Context: an optimization exercise on an open-source flow, tuned for small area. The choices shown serve that exercise and are no tape-out recipe.
In this exercise RTL edits were held to simulation tests only and were not proved equivalent to the original.
Power figures rest on the tool's default switching activity, not on a simulated workload.

==> flow/design.v <==
`default_nettype none
package clk_div_pkg;
    typedef logic [10-1:0] master_t;
    typedef logic [8-1:0]   duty_t;
    typedef logic [13-1:0]     ch_time_t;
    typedef logic [1:0]              ch_idx_t;
    typedef logic [2:0]              ratio_t;
    localparam logic [3*4-1:0] CH_RATIO = {3'd5, 3'd3, 3'd2, 3'd1};
    typedef enum logic [1:0] {
        CALC_LOAD,
        CALC_DIVIDE,
        CALC_WRITE,
        CALC_COMMIT
    } calc_state_t;
endpackage
`default_nettype wire
`default_nettype none
module clk_divider_top (
    input  wire logic                 int_osc,
    input  wire logic                 rst,
    input  wire clk_div_pkg::master_t master_period_i,
    input  wire clk_div_pkg::duty_t   duty_cycle_i,
    output logic [4-1:0]     wave_o
);
    logic [6:0] t_q;
    logic       t_end;
    logic       t_mul;
    logic       t_div;
    assign t_end = (t_q == 7'd92);
    assign t_mul = (t_q >= 7'd1) && (t_q <= 7'd8);
    assign t_div = (t_q >= 7'd9) && (t_q <= 7'd18);
    always_ff @(posedge int_osc or posedge rst) begin
        if (rst) begin
            t_q <= '0;
        end else begin
            t_q <= t_end ? 7'd0 : t_q + 7'd1;
        end
    end
    logic [9:0]  ms_q;
    logic [17:0] pr_q;
    logic [10:0] mul_sum;
    logic [8:0]  rem_sh;
    logic [8:0]  rem_inc;
    assign mul_sum = {1'b0, pr_q[17:8]} + (pr_q[0] ? {1'b0, ms_q} : 11'd0);
    assign rem_sh  = {pr_q[17:10], pr_q[9]};
    assign rem_inc = rem_sh + 9'd1;
    always_ff @(posedge int_osc) begin
        if (t_q == 7'd0) begin
            ms_q <= master_period_i;
            pr_q <= {10'd0, duty_cycle_i};
        end else if (t_mul) begin
            pr_q <= {mul_sum, pr_q[7:1]};
        end else if (t_div) begin
            pr_q <= {rem_inc[8] ? rem_inc[7:0] : rem_sh[7:0], pr_q[8:0], rem_inc[8]};
        end
    end
    logic [7:0] e_new;
    logic       d1_new;
    logic [1:0] d2_new;
    logic [2:0] d3_new;
    assign e_new  = pr_q[17:10];
    assign d1_new = (e_new >= 8'd128);
    assign d2_new = (e_new >= 8'd170) ? 2'd2 : (e_new >= 8'd85) ? 2'd1 : 2'd0;
    assign d3_new = (e_new >= 8'd204) ? 3'd4 : (e_new >= 8'd153) ? 3'd3 :
                    (e_new >= 8'd102) ? 3'd2 : (e_new >= 8'd51) ? 3'd1 : 3'd0;
    logic       vld_q;
    logic       upd_q;
    logic [9:0] m_q;
    logic [9:0] h_q;
    logic       d1_q;
    logic [1:0] d2_q;
    logic [2:0] d3_q;
    logic       diff;
    assign diff = !vld_q || (ms_q != m_q) || (pr_q[9:0] != h_q)
               || ({d1_new, d2_new, d3_new} != {d1_q, d2_q, d3_q});
    always_ff @(posedge int_osc or posedge rst) begin
        if (rst) begin
            vld_q <= 1'b0;
            upd_q <= 1'b0;
        end else begin
            upd_q <= t_end && diff;
            if (t_end) begin
                vld_q <= 1'b1;
            end
        end
    end
    always_ff @(posedge int_osc) begin
        if (t_end) begin
            m_q  <= ms_q;
            h_q  <= pr_q[9:0];
            d1_q <= d1_new;
            d2_q <= d2_new;
            d3_q <= d3_new;
        end
    end
    logic [9:0]  c_q;
    logic        j1_q;
    logic [1:0]  j2_q;
    logic [2:0]  j3_q;
    logic [10:0] n1_q;
    logic [9:0]  q2_q;
    logic [1:0]  r2_q;
    logic [9:0]  q3_q;
    logic [2:0]  r3_q;
    logic [9:0]  c_inc;
    logic        cwrap;
    logic        w0, w1, w2, w3;
    logic [9:0]  c_nxt;
    logic [10:0] n1_nxt;
    logic [9:0]  q2_nxt;
    logic [1:0]  r2_nxt;
    logic [9:0]  q3_nxt;
    logic [2:0]  r3_nxt;
    assign c_inc = c_q + 10'd1;
    assign cwrap = (c_inc == m_q);
    assign w0 = upd_q || cwrap;
    assign w1 = upd_q || (cwrap && j1_q);
    assign w2 = upd_q || (cwrap && (j2_q == 2'd2));
    assign w3 = upd_q || (cwrap && (j3_q == 3'd4));
    assign c_nxt  = w0 ? 10'd0 : c_inc;
    assign n1_nxt = w1 ? 11'd0 : n1_q + 11'd1;
    assign q2_nxt = w2 ? 10'd0 : q2_q + 10'(r2_q == 2'd2);
    assign r2_nxt = (w2 || (r2_q == 2'd2)) ? 2'd0 : r2_q + 2'd1;
    assign q3_nxt = w3 ? 10'd0 : q3_q + 10'(r3_q == 3'd4);
    assign r3_nxt = (w3 || (r3_q == 3'd4)) ? 3'd0 : r3_q + 3'd1;
    always_ff @(posedge int_osc) begin
        c_q  <= c_nxt;
        n1_q <= n1_nxt;
        q2_q <= q2_nxt;
        r2_q <= r2_nxt;
        q3_q <= q3_nxt;
        r3_q <= r3_nxt;
        if (w1) begin
            j1_q <= 1'b0;
        end else if (cwrap) begin
            j1_q <= 1'b1;
        end
        if (w2) begin
            j2_q <= 2'd0;
        end else if (cwrap) begin
            j2_q <= j2_q + 2'd1;
        end
        if (w3) begin
            j3_q <= 3'd0;
        end else if (cwrap) begin
            j3_q <= j3_q + 3'd1;
        end
    end
    always_ff @(posedge int_osc or posedge rst) begin
        if (rst) begin
            wave_o <= '0;
        end else begin
            wave_o[0] <= vld_q && (c_nxt < h_q);
            wave_o[1] <= vld_q && (n1_nxt < {h_q, d1_q});
            wave_o[2] <= vld_q && ((q2_nxt < h_q) || ((q2_nxt == h_q) && (r2_nxt < d2_q)));
            wave_o[3] <= vld_q && ((q3_nxt < h_q) || ((q3_nxt == h_q) && (r3_nxt < d3_q)));
        end
    end
endmodule
`default_nettype wire
make LEC_CHECK=0 ABC_AREA=1 CAP_MARGIN=20 CORE_MARGIN=2 CORE_UTILIZATION=60 CTS_BUF_LIST=sky130_fd_sc_hd__clkbuf_4 CTS_CLUSTER_SIZE=20 SLEW_MARGIN=20 finish   # period 12.0 ns
run.sh (not shown) runs the stock make flow with config.mk's settings and CLKGATE_MAP_FILE= SYNTH_SCRIPT=/design/flow/synth_recipe.tcl, a recipe that flattens the netlist after the stock synthesis.
The baseline passed the timing, DRC and antenna checks.
Then changed:
- ABC_AREA: 1 -> unset
- CORE_UTILIZATION: 60 -> 40
- CTS_BUF_LIST: sky130_fd_sc_hd__clkbuf_4 -> unset
- CTS_CLUSTER_SIZE: 20 -> unset
The new run finished clean.
Sequential share of layout area goes down by 1.4 points.
Combinational power drops by about 5%.
Die area came out higher by 47%.
Final cell count decreases by 7.2%.
Wire length fell by 6.4%.
Sequential power climbs by about 3%.

-- what the ideal ports hide --
Ports are ideal in the flow. The routed layouts listed here were re-timed in OpenROAD.
Step 1, drivers: a clkbuf_16 drives int_osc and a buf_2 each remaining input, both assumed.
Step 2 moves the port delays by t, midway between the first and last clock arrival at a register: inputs arrive t later, outputs are due t later. That takes back most of the time a late clock gives input paths.
Slacks: ideal ports / drivers / drivers and shift; pairs: ideal ports / drivers.
run	t, ns	setup WS [ns]	worst setup path after step 2	slew at the worst register clock pin (ns)	worst slew at a driven data input, ns
the first run	0.573	8.179 / 8.141 / 8.661	register to register	0.11 / 0.11	0.04
the second run	0.465	7.251 / 7.251 / 7.251	register to register	0.06 / 0.06	0.03
After both steps setup and hold are still met in every run listed.
